Background: an optimization exercise with open tools, aiming at small area. Do not read the settings as production practice.
The RTL was checked by simulation tests, not by an equivalence proof against the original design.
No activity file was given, so power comes from the tool's default toggle rates.

File: flow/flow/run.sh
#!/bin/bash
# Standard synthesis and layout, with two changes: the port buffers are the smallest buffer
# (buf_1), and clock tree synthesis uses clkbuf_4 buffers in clusters of up to 8 and no dummy loads.
set -euo pipefail
cd "$(dirname "${BASH_SOURCE[0]}")/.."
bash standard.sh synth > synth_flow.log 2>&1
bash standard.sh \
   BUFFER_PORTS_ARGS="-buffer_cell sky130_fd_sc_hd__buf_1" \
   CTS_ARGS="-sink_clustering_enable -repair_clock_nets -dont_use_dummy_load -buf_list sky130_fd_sc_hd__clkbuf_4 -sink_clustering_size 8 -sink_clustering_max_diameter 40" \
   finish > layout_flow.log 2>&1
File: flow/standard.sh
#!/bin/bash
# synth_recipe.tcl (not shown) runs the flow's synth.tcl, then flattens the netlist and writes it again
# the make line also repeats each setting of config.mk as NAME=value (left out here)
make -C /OpenROAD-flow-scripts/flow DESIGN_CONFIG=/design/flow/config.mk WORK_HOME=/design/flow/orfs CLKGATE_MAP_FILE= SYNTH_SCRIPT=/design/flow/synth_recipe.tcl "${@:-finish}"
File: flow/config.mk
export PLATFORM = sky130hd
export DESIGN_NAME = step_detector_cadence_core
export DESIGN_NICKNAME = step_detector_cadence_core
export VERILOG_FILES = /design/flow/design.v
export SDC_FILE = /design/flow/constraint.sdc
export NUM_CORES = 4
export LEC_CHECK = 0
export CAP_MARGIN = 20
export CORE_MARGIN = 2
export CORE_UTILIZATION = 65
export PLACE_DENSITY = 0.75
export SLEW_MARGIN = 20
File: flow/constraint.sdc
create_clock -name core_clock -period 9.0 [get_ports {clock}]
set_input_delay 1.8000 -clock core_clock [delete_from_list [all_inputs] [get_ports {clock}]]
set_output_delay 1.8000 -clock core_clock [all_outputs]
set_load 0.01 [all_outputs]
File: flow/design.v
`timescale 1ns / 1ps
package sdc_pkg;
   localparam int ACCEL_W      = 16;
   localparam int TIME_W       = 32;
   localparam int THR_W        = 15;
   localparam int INTV_W       = 16;
   localparam int STEP_COUNT_W = 24;
   localparam int CAD_W        = 17;
   localparam int CSR_IDX_W    = 3;
   localparam int CSR_DATA_W   = 16;
   localparam int COUNT_WIDTH_DEF = 24;
   localparam logic [CSR_IDX_W-1:0] CSR_PEAK_THRESHOLD  = 3'd0;
   localparam logic [CSR_IDX_W-1:0] CSR_RELEASE_MARGIN  = 3'd1;
   localparam logic [CSR_IDX_W-1:0] CSR_MIN_INTERVAL_MS = 3'd2;
   localparam logic [CSR_IDX_W-1:0] CSR_MAX_INTERVAL_MS = 3'd3;
   localparam logic [CSR_IDX_W-1:0] CSR_IDLE_TIMEOUT_MS = 3'd4;
   localparam logic [THR_W-1:0]  PEAK_THRESHOLD_RST  = 15'd3072;
   localparam logic [THR_W-1:0]  RELEASE_MARGIN_RST  = 15'd256;
   localparam logic [INTV_W-1:0] MIN_INTERVAL_RST    = 16'd200;
   localparam logic [INTV_W-1:0] MAX_INTERVAL_RST    = 16'd3000;
   localparam logic [INTV_W-1:0] IDLE_TIMEOUT_RST    = 16'd2500;
   localparam int MUL_W  = 17;
   localparam int PROD_W = 32;
   localparam int                 DIV_W     = 24;
   localparam logic [DIV_W-1:0]   DIV_NUMER = 24'd15360000;  
   localparam logic [CAD_W-1:0]   CAD_MAX   = 17'd131071;
   localparam logic [MUL_W-1:0]   W_OLD     = 17'd179;
   localparam logic [MUL_W-1:0]   W_NEW     = 17'd77;
   localparam logic [PROD_W-1:0]  AVG_ROUND = 32'd128;
   typedef struct packed {
      logic busy;
      logic done;
   } sdc_div_stat_type;
endpackage
`timescale 1ns / 1ps
`timescale 1ns / 1ps
module step_detector_cadence_core #(
   parameter int COUNT_WIDTH = 24
) (
   input  logic               clock,
   input  logic               reset,
   input  logic               csr_we,
   input  logic [2:0]         csr_index,
   input  logic [15:0]        csr_wdata,
   input  logic               req_valid,
   output logic               req_stall,
   input  logic signed [15:0] req_accel_x,
   input  logic signed [15:0] req_accel_y,
   input  logic signed [15:0] req_accel_z,
   input  logic [31:0]        req_time_ms,
   input  logic               req_clear_count,
   output logic               rsp_valid,
   input  logic               rsp_stall,
   output logic               rsp_stepped,
   output logic [23:0]        rsp_step_count,
   output logic [16:0]        rsp_cadence
);
   localparam logic [2:0] P_IDLE = 3'd0, P_M1 = 3'd1, P_M2 = 3'd2, P_DL = 3'd3,
                          P_DIV = 3'd4, P_AVG = 3'd5, P_LT = 3'd6, P_DONE = 3'd7;
   logic [14:0] thr_ff, mrg_ff;
   logic [15:0] min_ff, max_ff, idle_ff;
   localparam logic [15:0] THR_RST = 16'd3072, MRG_RST = 16'd256, MIN_RST = 16'd200,
                           MAX_RST = 16'd3000, IDLE_RST = 16'd2500;
   wire [15:0] rmask = {16{reset}};
   wire [15:0] thr_d  = (csr_wdata & ~rmask) | (THR_RST & rmask);
   wire [15:0] mrg_d  = (csr_wdata & ~rmask) | (MRG_RST & rmask);
   wire [15:0] min_d  = (csr_wdata & ~rmask) | (MIN_RST & rmask);
   wire [15:0] max_d  = (csr_wdata & ~rmask) | (MAX_RST & rmask);
   wire [15:0] idle_d = (csr_wdata & ~rmask) | (IDLE_RST & rmask);
   wire        wr     = csr_we & ~reset;
   always_ff @(posedge clock) begin
      if (reset || (wr && csr_index == 3'd0)) thr_ff  <= thr_d[14:0];
      if (reset || (wr && csr_index == 3'd1)) mrg_ff  <= mrg_d[14:0];
      if (reset || (wr && csr_index == 3'd2)) min_ff  <= min_d;
      if (reset || (wr && csr_index == 3'd3)) max_ff  <= max_d;
      if (reset || (wr && csr_index == 3'd4)) idle_ff <= idle_d;
   end
   logic [2:0] ph, ph_nx;
   logic [9:0] cnt;
   wire  [4:0] c    = cnt[4:0];
   wire  [3:0] ii   = cnt[3:0];
   wire  [5:0] ka   = cnt[9:4];
   wire  [4:0] nn   = cnt[9:5];
   wire        last32 = &c;
   wire        first  = (c == 5'd0);
   wire        mend   = last32 && (cnt[9:5] == 5'h1F);
   logic [31:0] L;            
   logic [23:0] C;            
   logic [16:0] D;            
   logic        armed, have_last, hit, rsp_valid_ff, cpend;
   wire         cclr = req_clear_count | cpend;    
   logic [16:0] Q;
   logic [7:0] acc;
   logic        bw, cc, prev, sub, mlt, rs;
   logic        gt_min, lt_max, gt_idle, gt117;
   wire tb     = req_time_ms[c];
   wire lb     = L[0];
   wire bw_in  = first ? 1'b0 : bw;
   wire db     = tb ^ lb ^ bw_in;
   wire bw_nx  = (~tb & lb) | (~(tb ^ lb) & bw_in);
   localparam logic [6:0] K117 = 7'd117;
   wire minb  = ~c[4] & min_ff[c[3:0]];
   wire maxb  = ~c[4] & max_ff[c[3:0]];
   wire idlb  = ~c[4] & idle_ff[c[3:0]];
   wire k117b = (c < 5'd7) & K117[c[2:0]];
   wire gt_min_nx  = (db != minb)  ? db   : (~first & gt_min);
   wire lt_max_nx  = (db != maxb)  ? maxb : (~first & lt_max);
   wire gt_idle_nx = (db != idlb)  ? db   : (~first & gt_idle);
   wire gt117_nx   = (db != k117b) ? db   : (~first & gt117);
   wire [3:0] mi     = cnt[4:1];
   wire       mb     = cnt[0];
   wire [4:0] mk     = cnt[9:5];
   wire [4:0] jd     = mk - {1'b0, mi};
   wire       jvalid = (mk >= {1'b0, mi}) && !jd[4];
   wire [3:0] j      = jd[3:0];
   wire [3:0] sel    = mb ? j : mi;
   wire [15:0] t16   = {1'b0, thr_ff};
   wire [15:0] m16   = (ph == P_M1) ? 16'd0 : {1'b0, mrg_ff};
   wire xs = req_accel_x[sel];
   wire ys = req_accel_y[sel];
   wire zs = req_accel_z[sel];
   wire ts = t16[sel];
   wire ms = m16[sel];
   logic xl, yl, zl, tl, ml;
   always_ff @(posedge clock) begin
      xl <= xs;
      yl <= ys;
      zl <= zs;
      tl <= ts;
      ml <= ms;
   end
   wire xp = xl & xs;
   wire yp = yl & ys;
   wire zp = zl & zs;
   wire [1:0] nxyz = {1'b0, xp} + {1'b0, yp} + {1'b0, zp};
   wire       neg  = (mi == 4'd15) ^ (j == 4'd15);
   wire       ai   = tl ^ ml;
   wire       aj   = ts ^ ms;
   wire       pp   = ai & aj;
   wire       same = (tl == ts);
   logic [3:0] v_m;
   always_comb begin
      v_m = '0;
      if (mb) begin
         if (jvalid) begin
            v_m = neg ? (4'd0 - {2'b00, nxyz}) : {2'b00, nxyz};
            if (pp) v_m = same ? v_m - 4'd1 : v_m + 4'd1;
         end
      end
   end
   wire sat = ~gt117;
   wire rb  = sub & ~sat;
   logic tap;
   always_comb begin
      case (ii)
         4'd0: tap = D[0];
         4'd1: tap = Q[0];
         4'd2: tap = D[16];
         4'd3: tap = Q[15];
         4'd4: tap = Q[14];
         4'd5: tap = D[13];
         4'd6: tap = D[12];
         4'd7: tap = Q[11];
         4'd8: tap = D[10];
         default: tap = 1'b0;
      endcase
   end
   wire [5:0] te  = ka - ((ii == 4'd0) ? 6'd0 : {2'b00, ii} - 6'd1);
   wire       v_a = tap & (te <= 6'd16);
   wire [7:0] v9  = (ph == P_AVG) ? {7'd0, v_a} : {{4{v_m[3]}}, v_m};
   wire [7:0] nxt = acc + v9;
   wire              col_end = (ph == P_AVG) ? (ii == 4'd15) : last32;
   wire              obit = nxt[0];
   wire nbit = (nn == 5'd2) | (nn == 5'd3);
   wire da   = first ? nbit : prev;
   wire dbb  = (~c[4] & lb) ^ sub;
   wire dcin = first ? sub : cc;
   wire ds   = da ^ dbb ^ dcin;
   wire dco  = (da & dbb) | (dcin & (da ^ dbb));
   wire upd  = hit & have_last & gt_min_nx & lt_max_nx;
   wire kill = ~hit & gt_idle_nx;
   wire start = (ph == P_IDLE) && req_valid && !rsp_valid_ff && last32;
   wire accept = (ph == P_DONE) && req_valid;
   always_comb begin
      ph_nx = ph;
      case (ph)
         P_IDLE: if (start) ph_nx = P_M1;
         P_M1:   if (mend) ph_nx = P_M2;
         P_M2:   if (mend) ph_nx = P_DL;
         P_DL:   if (last32) ph_nx = upd ? P_DIV : (hit ? P_LT : P_DONE);
         P_DIV:  if (last32 && nn == 5'd17) ph_nx = P_AVG;
         P_AVG:  if (last32 && nn == 5'd16) ph_nx = P_LT;
         P_LT:   if (last32) ph_nx = P_DONE;
         P_DONE: if (accept) ph_nx = P_IDLE;
         default: ph_nx = P_IDLE;
      endcase
   end
   always_ff @(posedge clock) begin
      if (reset) begin
         ph           <= P_IDLE;
         cnt          <= '0;
         rsp_valid_ff <= 1'b0;
         cpend        <= 1'b1;
         armed        <= 1'b1;
         have_last    <= 1'b0;
      end else begin
         ph       <= ph_nx;
         cnt[4:0] <= cnt[4:0] + 5'd1;
         if (ph_nx != ph) cnt[9:5] <= '0;
         else if (last32) cnt[9:5] <= cnt[9:5] + 5'd1;
         if (rsp_valid_ff && !rsp_stall) rsp_valid_ff <= 1'b0;
         if (ph == P_DL && last32) cpend <= 1'b0;
         if (accept) begin
            rsp_valid_ff <= 1'b1;
            have_last    <= have_last | hit;
         end
         if (ph == P_DL && last32) armed <= (mlt & rs) | (armed & ~hit);
      end
   end
   always_ff @(posedge clock) begin
      if (ph == P_DL && c < 5'd24) C <= {(C[0] & ~cclr) ^ cc, C[23:1]};
   end
   always_ff @(posedge clock) begin
      if (reset || (ph == P_DL && last32 && kill)) D <= '0;
      else if (ph == P_AVG && col_end)
         D <= {D[0], D[16:10], ((ka >= 6'd8) && (ka <= 6'd24)) ? obit : D[9], D[8:1]};
   end
   logic lin;
   always_comb begin
      if (ph == P_LT) lin = tb;
      else if (ph == P_DL && hit) lin = c[4] ? ((c < 5'd23) & K117[c[2:0]]) : db;
      else lin = lb;
   end
   always_ff @(posedge clock)
      L <= {lin, L[31:17], (ph == P_DIV && !c[4]) ? ds : L[16], L[15:1]};
   always_ff @(posedge clock) begin
      if (start) acc <= '1;                   
      else if (ph == P_M1 && mend) acc <= '0;
      else if (ph == P_DIV && ph_nx == P_AVG) acc <= {1'b1, rb, 2'b00, rb, rb, 1'b0, rb};
      else acc <= col_end ? {nxt[7] & (ph != P_AVG), nxt[7:1]} : nxt;
   end
   always_ff @(posedge clock) begin
      bw      <= bw_nx;
      prev    <= L[16];
      gt_min  <= gt_min_nx;
      lt_max  <= lt_max_nx;
      gt_idle <= gt_idle_nx;
      if (ph == P_DL) gt117 <= gt117_nx;    
      if (ph == P_M1 && mend) hit <= armed & ~nxt[7];
      if (!mb) mlt <= (ts ^ ms) ? ts : (~first & mlt);
      if (ph == P_M2 && mend) rs <= nxt[7];
      if (ph == P_M2 && mend) cc <= hit & (cclr | ~(&C));
      else if (ph == P_DL) cc <= C[0] & ~cclr & cc;
      else if (ph == P_DIV) cc <= dco;
      if (ph == P_DL && last32) begin
         sub <= 1'b1;
      end else if (ph == P_DIV && c == 5'd16) sub <= ~ds;
   end
   always_ff @(posedge clock) begin
      if (ph == P_DIV && nn != 5'd0 && c <= 5'd15)
         Q <= {Q[0], first ? (sub | sat) : Q[16], Q[15:1]};
      else if (ph == P_AVG && col_end)
         Q <= {Q[0], Q[16:1]};
   end
   assign req_stall      = (ph != P_DONE);
   assign rsp_valid      = rsp_valid_ff;
   assign rsp_stepped    = hit;
   assign rsp_step_count = C;
   assign rsp_cadence    = D;
endmodule
==> qor.csv, run 1 <==
stage,metric,value,unit
worst_setup_path,CP max stage cell,dfxtp_1,
timing,setup TNS,0,ps
route,"antenna viol nets, final",0,
pwr,VDD IR max,0.1532,mV
worst_setup_path,WP data required,9390,ps
clock_network,post-CTS resize count,0,
timing,Tightest Pin Transition,863.7,ps
route,routed wire length,20690,um
placed_design,GPL Wtd Cong,0.8924,
die,Initial Util,66.48,%
clock_network,# H-tree levels,1,
worst_setup_path,slowest cell delay on critical path,660,ps
pwr,P_sw,0.0005570,W
worst_setup_path,Crit Path Max Fanout,16,
global_route,initial antenna violation count,1,
pwr,Comb power frac,22.8,%
worst_setup_path,crit start category,flop,
pwr,Sw Ratio,27.70,%
die,row cnt,44,
logic_synthesis,"FF+latch count, synth",209,
clock_network,Longest Clk Path Bufs,3,
global_route,largest net degree at the start of global routing,35,
logic_synthesis,dominant cell by count in the synthesized netlist,edfxtp_1,
clock_network,CTS Root Buffer Type,clkbuf_4,
timing,Worst slew margin,42.42,%
die,IO Count,149,
global_route,vias in the first global route,6841,
placed_design,hpwl dp,15000,um
clock_network,"Clk Latency, worst-skew pair",660,ps
worst_setup_path,WS Path Type,reg2reg,
logic_synthesis,prevailing post-synth register cell,edfxtp_1,
pwr,Seq pwr share,55.3,%
worst_hold_path,Worst Hold Class,reg2reg,
finish,register area,5426,um^2
route,DR vias/cell,5.894,
timing,RSZ-0062 raised after global routing,no,
clock_network,post-CTS setup buffers,0,
finish,final core utilization,72.82,%
logic_synthesis,Syn Nets,956,
logic_synthesis,Syn Inst Count,813,
route,initial DRC count,477,
placed_design,I/O Buffers,148,
logic_synthesis,cell area after synthesis,9625,um^2
flow_run,Max-cap violations,0,
clock_network,CTS buffer count,31,
timing,Final Cycle Share,81.19,%
logic_synthesis,Netlist cell types,62,
timing,Setup Skew,72.90,ps
timing,crit path time final,7307,ps
clock_network,Sink Count,209,
timing,Final setup viols,0,
logic_synthesis,Area contributors post-synth,"edfxtp_1 (39%), dfxtp_1 (18%), mux4_2 (5.8%)",
global_route,grt ovf,0,
logic_synthesis,Mean Syn Cell Area,11.84,um^2
finish,layout cells sized above 1,9.573,%
route,via count,6754,
timing,FMAX,136.9,MHz
clock_network,"Reg clk slew, reported paths",80,ps
global_route,gr usage total,26.37,%
die,Die H,125.7,um
finish,final net count,1106,
finish,Layout area overhead,9.542,%
route,routed len/inst,18.05,um
finish,filler cell count,1017,
logic_synthesis,Yosys top cell area share,38.68,%
logic_synthesis,ys async rst share,0,%
clock_network,CTS Hold Bufs,0,
timing,Final Hold Fails,0,
die,die width,125.7,um
worst_setup_path,critical path arrival,7700,ps
logic_synthesis,Post-synth EDFFs,124,
route,# DRC,0,
pwr,power share of the clock group,21.9,%
pwr,P_int,0.001454,W
route,DRT Pass-1 Iters,5,
pwr,PwrDens,190.7,nW/um^2
worst_setup_path,most used cell along the critical path,a21oi_1,
pwr,P_leak,3.812,nW
die,die area,15800,um^2
global_route,first-pass GRT wire length,33680,um
timing,count of pins over their slew limit,0,
die,core box area,14480,um^2
worst_setup_path,crit path capture type,flop,
logic_synthesis,Commonest cells post-synth,"edfxtp_1 (124), nand2_1 (106), dfxtp_1 (85)",
logic_synthesis,YS warnings,1,
logic_synthesis,post-synth top area cell,edfxtp_1,
logic_synthesis,sequential fraction of the synthesis area,56.36,%
clock_network,CTS tree,done,
finish,Multi-input gate area,3934,um^2
outcome,status,finished clean,
-- layout make-up --
type / count / share of cell area [%]
Antenna cell: 1 / 0.02373
Clock buffer: 31 / 2.207
Inverter: 29 / 1.032
Multi-Input combinational cell: 537 / 37.31
Sequential cell: 209 / 51.47
Tap cell: 184 / 2.183
Timing Repair Buffer: 155 / 5.779
-- path summary, 6_finish.rpt --
| check | startpoint | to | slack [ps] | cells after the start |
|---|---|---|---|---|
| worst max-delay path | cnt[2] | rs | 1690 | 30 |
| worst min-delay path | L[20] | L[19] | 330 | 0 |
| worst max register to register | cnt[2] | rs | 1690 | 30 |
| worst min register to register | L[20] | L[19] | 330 | 0 |
-- sequential cells by signal, summed over array words and instances (netlist names), 16 cells and up --
register  count
Q            17
L            32
idle_ff      16
D            17
min_ff       16
C            24
max_ff       16
-- worst max-delay path: cells and delay by family (launching register included) --
family          cells  cell delay, ps
simple gates        5             590
buf+inv             6             940
fa+ha+maj           5            2050
flops               1             660
mux                 2             650
xor+xnor            2             430
compound gates     10            1780
-- layout by cell type, fill, tap and decap left out, types with 4 or more instances in the layout --
master,count
ha_1,32
and3_1,6
nand4_1,10
o21ai_0,21
edfxtp_1,124
xor2_1,11
or2_2,11
and2_1,16
maj3_1,4
a31oi_1,10
dfxtp_1,84
nand2_1,106
nand2b_1,5
mux2i_1,27
xnor2_1,13
a21oi_1,53
a311oi_1,6
buf_4,7
a21o_1,9
nor3_1,11
nor2b_1,30
buf_1,147
nand3_1,16
mux4_2,25
nor2_1,42
inv_1,25
fa_1,6
clkbuf_4,31
a211oi_1,19
-- logic make-up (layout without fill, tap and decap cells) --
kind of cell / count (synthesis) / count (layout) / share of synthesized area, %
flops: 209 / 209 / 56.36
xor+xnor: 24 / 24 / 2.184
buf+inv: 67 / 215 / 2.964
fa+ha+maj: 42 / 42 / 5.824
simple gates: 263 / 263 / 13.03
mux: 59 / 59 / 9.671
other cells: 1 / 2 / 0.03896
compound gates: 148 / 148 / 9.931
-- routing by layer --
layer / track usage, % / routed length, um
met1: 34.24 / 8595
met2: 46.96 / 10720
met3: 4.121 / 996
met4: 6.275 / 383
met5: 0 / 0
-- through the flow --
stage	setup slack [ps]	total power (W)	cell area (um^2)	cells	hold slack, ps
3_5_place_dp	1674	0.001589	10310	1114	312.1
2_1_floorplan	2428	0.001482	9625	813	309.6
3_3_place_gp	2015	0.001568	10300	1114	312.7
6_report	1693	0.002011	10540	1146	331.3
4_1_cts	1741	0.002027	10540	1145	331.4
5_1_grt	980.0	0.002125	10540	1146	341.5
-- power by group through the flow --
stage / clock network (W) / logic [W] / registers (W)
finish: 0.000440 / 0.000459 / 0.00111
floorplan: 0 / 0.000359 / 0.00112
detailed placement: 0 / 0.000455 / 0.00113
CTS: 0.000456 / 0.000458 / 0.00111
global route: 0.000491 / 0.000515 / 0.00112
global placement: 0 / 0.000436 / 0.00113
==> inputs of run 2 (changes only) <==
==> flow/flow/run.sh (replaced) <==
#!/bin/bash
# Standard synthesis and layout, with two changes: the port buffers are the smallest buffer
# (buf_1), and clock tree synthesis uses clkbuf_4 buffers in clusters of up to 10 and no dummy loads.
set -euo pipefail
cd "$(dirname "${BASH_SOURCE[0]}")/.."
bash standard.sh synth > synth_flow.log 2>&1
bash standard.sh \
   BUFFER_PORTS_ARGS="-buffer_cell sky130_fd_sc_hd__buf_1" \
   CTS_ARGS="-sink_clustering_enable -repair_clock_nets -dont_use_dummy_load -buf_list sky130_fd_sc_hd__clkbuf_4 -sink_clustering_size 10 -sink_clustering_max_diameter 40" \
   finish > layout_flow.log 2>&1
--- a/flow/config.mk
+++ b/flow/config.mk
@@ -7,6 +7,6 @@
 export LEC_CHECK = 0
 export CAP_MARGIN = 20
 export CORE_MARGIN = 2
-export CORE_UTILIZATION = 65
-export PLACE_DENSITY = 0.75
+export CORE_UTILIZATION = 70
+export PLACE_DENSITY = 0.85
 export SLEW_MARGIN = 20
==> run 2 against run 1 <==
  * Global-route usage increased by 3.4 points
  * Routed wire length grew 3.0%
  * Clock power down 4%
  * Maximum frequency is 4.6% lower
  * Synthesized cell count did not move
  * Highest routed layer unchanged
==> qor.csv, run 2 <==
stage,metric,value,unit
route,via count,6898,
route,routed len/inst,18.80,um
finish,"commonest non-fill, non-tap cells in the layout","buf_1 (148), edfxtp_1 (124), nand2_1 (106)",
logic_synthesis,dominant cell by count in the synthesized netlist,edfxtp_1,
worst_setup_path,WP data required,9360,ps
pwr,P_sw,0.0005707,W
finish,"commonest non-fill, non-tap cell in the layout",buf_1,
pwr,VDD IR max,0.1616,mV
timing,Setup Skew,49.22,ps
worst_setup_path,crit start category,flop,
timing,crit path time final,7659,ps
logic_synthesis,Netlist cell types,62,
pwr,Sw Ratio,28.36,%
global_route,grt ovf,0,
global_route,initial antenna violation count,1,
logic_synthesis,post-synth top area cell,edfxtp_1,
finish,"Most flops, register",L,
worst_setup_path,Crit path buffers/inverters,5,
route,routed wire length,21320,um
timing,Final Hold Fails,0,
clock_network,CTS buffer count,28,
global_route,M3 GR Usage,4.887,%
pwr,power share of the clock group,20.9,%
finish,final instance area,10520,um^2
clock_network,post-CTS setup buffers,0,
logic_synthesis,Area contributors post-synth,"edfxtp_1 (39%), dfxtp_1 (18%), mux4_2 (5.8%)",
pwr,P_int,0.001442,W
worst_setup_path,crit path capture type,flop,
global_route,vias in the first global route,6791,
logic_synthesis,Yosys top cell area share,38.68,%
clock_network,"Clk Latency, worst-skew pair",640,ps
die,row cnt,42,
die,Die H,121.3,um
logic_synthesis,sequential fraction of the synthesis area,56.36,%
outcome,status,finished clean,
placed_design,I/O Buffers,148,
timing,minimum hold slack,326.9,ps
clock_network,CTS Hold Bufs,0,
logic_synthesis,prevailing post-synth register cell,edfxtp_1,
worst_hold_path,Worst Hold Class,reg2reg,
worst_setup_path,CP Launch Point,cnt[2],
logic_synthesis,Post-synth EDFFs,124,
finish,layout cells sized above 1,9.091,%
logic_synthesis,Syn Nets,956,
logic_synthesis,cell area after synthesis,9625,um^2
finish,Multi-input gate area,3950,um^2
die,core box area,13350,um^2
logic_synthesis,ys async rst share,0,%
worst_setup_path,CP max stage cell,dfxtp_1,
timing,Worst slew margin,38.38,%
finish,final net count,1102,
finish,max reg flops,32,
die,Initial Util,72.11,%
logic_synthesis,YS warnings,1,
route,"antenna viol nets, final",0,
finish,filler cell count,867,
finish,Top Registers,"L x32, C x24",
worst_setup_path,critical path arrival,8020,ps
finish,register area,5426,um^2
worst_setup_path,r2r worst-path depth,29,
timing,FMAX,130.6,MHz
global_route,first-pass GRT wire length,33880,um
clock_network,post-CTS resize count,0,
worst_setup_path,Crit path depth,29,
placed_design,placed cell areas,10280,um^2
clock_network,Longest Clk Path Bufs,3,
worst_setup_path,slowest cell delay on critical path,730,ps
worst_setup_path,RR Endpoint,rs,
placed_design,GPL Wtd Cong,0.9118,
clock_network,Sink Count,209,
finish,Layout area overhead,9.281,%
logic_synthesis,Mean Syn Cell Area,11.84,um^2
route,# DRC,0,
die,die area,14710,um^2
placed_design,hpwl dp,15720,um
timing,Final Cycle Share,85.10,%
logic_synthesis,Commonest cells post-synth,"edfxtp_1 (124), nand2_1 (106), dfxtp_1 (85)",
clock_network,"Reg clk slew, reported paths",110,ps
pwr,PwrDens,191.3,nW/um^2
global_route,met2 Use GR,51.30,%
timing,count of pins over their slew limit,0,
pwr,Comb power frac,23.6,%
route,initial DRC count,746,
global_route,gr usage total,29.77,%
pwr,P_leak,3.793,nW
worst_setup_path,Top delay family on crit path,adder cells,
worst_setup_path,Crit Path Max Fanout,28,
worst_setup_path,"reg-to-reg slack, setup",1340,ps
die,IO Count,149,
pwr,Seq pwr share,55.5,%
clock_network,# H-tree levels,1,
pwr,Total Power,0.002013,W
timing,Tightest Pin Transition,924.4,ps
route,DR vias/cell,6.083,
timing,PnR worst setup slack,1341,ps
global_route,largest net degree at the start of global routing,46,
worst_setup_path,WS Path Type,reg2reg,
logic_synthesis,"FF+latch count, synth",209,
global_route,most used routing layer,met2,
clock_network,CTS tree,done,
flow_run,Max-cap violations,0,
timing,RSZ-0062 raised after global routing,no,
worst_hold_path,HP Start,L[24],
logic_synthesis,Syn Inst Count,813,
global_route,M1 GR Usage,38.80,%
clock_network,CTS Root Buffer Type,clkbuf_4,
worst_setup_path,crit path capture,rs,
timing,Final setup viols,0,
route,DRT Pass-1 Iters,5,
timing,setup TNS,0,ps
die,die width,121.3,um
placed_design,post-place setup slack,1155,ps
worst_setup_path,Worst R2R Start,cnt[2],
## run 2: cell counts after synthesis
Identical to the previous run, type by type.
## run 2: metal layers
layer | up-vias | part of all wire, %
li1 | 3258 | -
met1 | 3283 | 40
met2 | 303 | 50
met3 | 54 | 6.8
met4 | 0 | 3.1
met5 | - | 0
## run 2: final cells by class
type                            count  area share, %
Inverter                           29          1.035
Tap cell                          176          2.093
Sequential cell                   209          51.59
Clock buffer                       28          1.998
Antenna cell                        1        0.02379
Multi-Input combinational cell    537          37.55
Timing Repair Buffer              154          5.710
## run 2: cells by family after synthesis
group	count (synthesis)	share of synthesized area, %
and+or+nand+nor	263	13.03
DFF	209	56.36
AOI/OAI and AO/OA	148	9.931
buffers and inverters	67	2.964
muxes	59	9.671
adders and majority gates	42	5.824
xor gates and xnor gates	24	2.184
other	1	0.03896
## run 2: through the flow
stage	instances	util, %
floorplan	813	-
global placement	1105	77.03
detailed placement	1105	77.03
CTS	1133	78.61
global route	1134	78.81
finish	1134	78.81
## run 2: worst reg2reg max path, delay by kind of cell (launching register included)
kind                       cells  cell delay [ps]
muxes                          2              710
DFF                            1              730
AOI/OAI and AO/OA             10             1910
xor gates and xnor gates       2              490
adders and majority gates      5             2140
buffers and inverters          5              690
and+or+nand+nor                5              710
## run 2: power groups by stage
stage               Combinational [W]  Clock [W]  Sequential, W
finish                       0.000475   0.000421        0.00112
global route                 0.000525   0.000468        0.00112
CTS                          0.000472   0.000433        0.00112
detailed placement           0.000468          0        0.00114
global placement             0.000436          0        0.00113
floorplan                    0.000359          0        0.00112
## run 2: worst min path at each step
stage | endpoint | slack (ps) | cells past startpoint
after floorplan | L[0] | 310 | 0
after global placement | L[10] | 310 | 0
after detailed placement | L[13] | 310 | 0
after CTS | L[23] | 330 | 0
after global routing | L[30] | 340 | 0
final | L[23] | 330 | 0

port drivers added, routing unchanged:
The results above use ideal ports. As a check the final layouts listed here were re-extracted and re-timed, cells and wires unchanged.
Step 1 (the two cells are an assumption about what drives the block):
set clk [get_ports {clock}]
set_driving_cell -lib_cell sky130_fd_sc_hd__clkbuf_16 $clk
set_driving_cell -lib_cell sky130_fd_sc_hd__buf_2 [delete_from_list [all_inputs] $clk]
Step 2 also shifts input and output timing later by t, the mid clock arrival at the registers, as if the neighbouring blocks saw the same clock.
Three values: no drivers, after step 1, after step 2; two values: the first two.
| run | t, ns | slack for setup (ns) | slew at the worst register clock pin (ns) |
|---|---|---|---|
| run 1 | 0.659 | 1.693 / 1.693 / 1.693 | 0.11 / 0.11 |
| run 2 | 0.655 | 1.341 / 1.341 / 1.341 | 0.11 / 0.11 |
After both steps setup and hold are still met in every run listed.
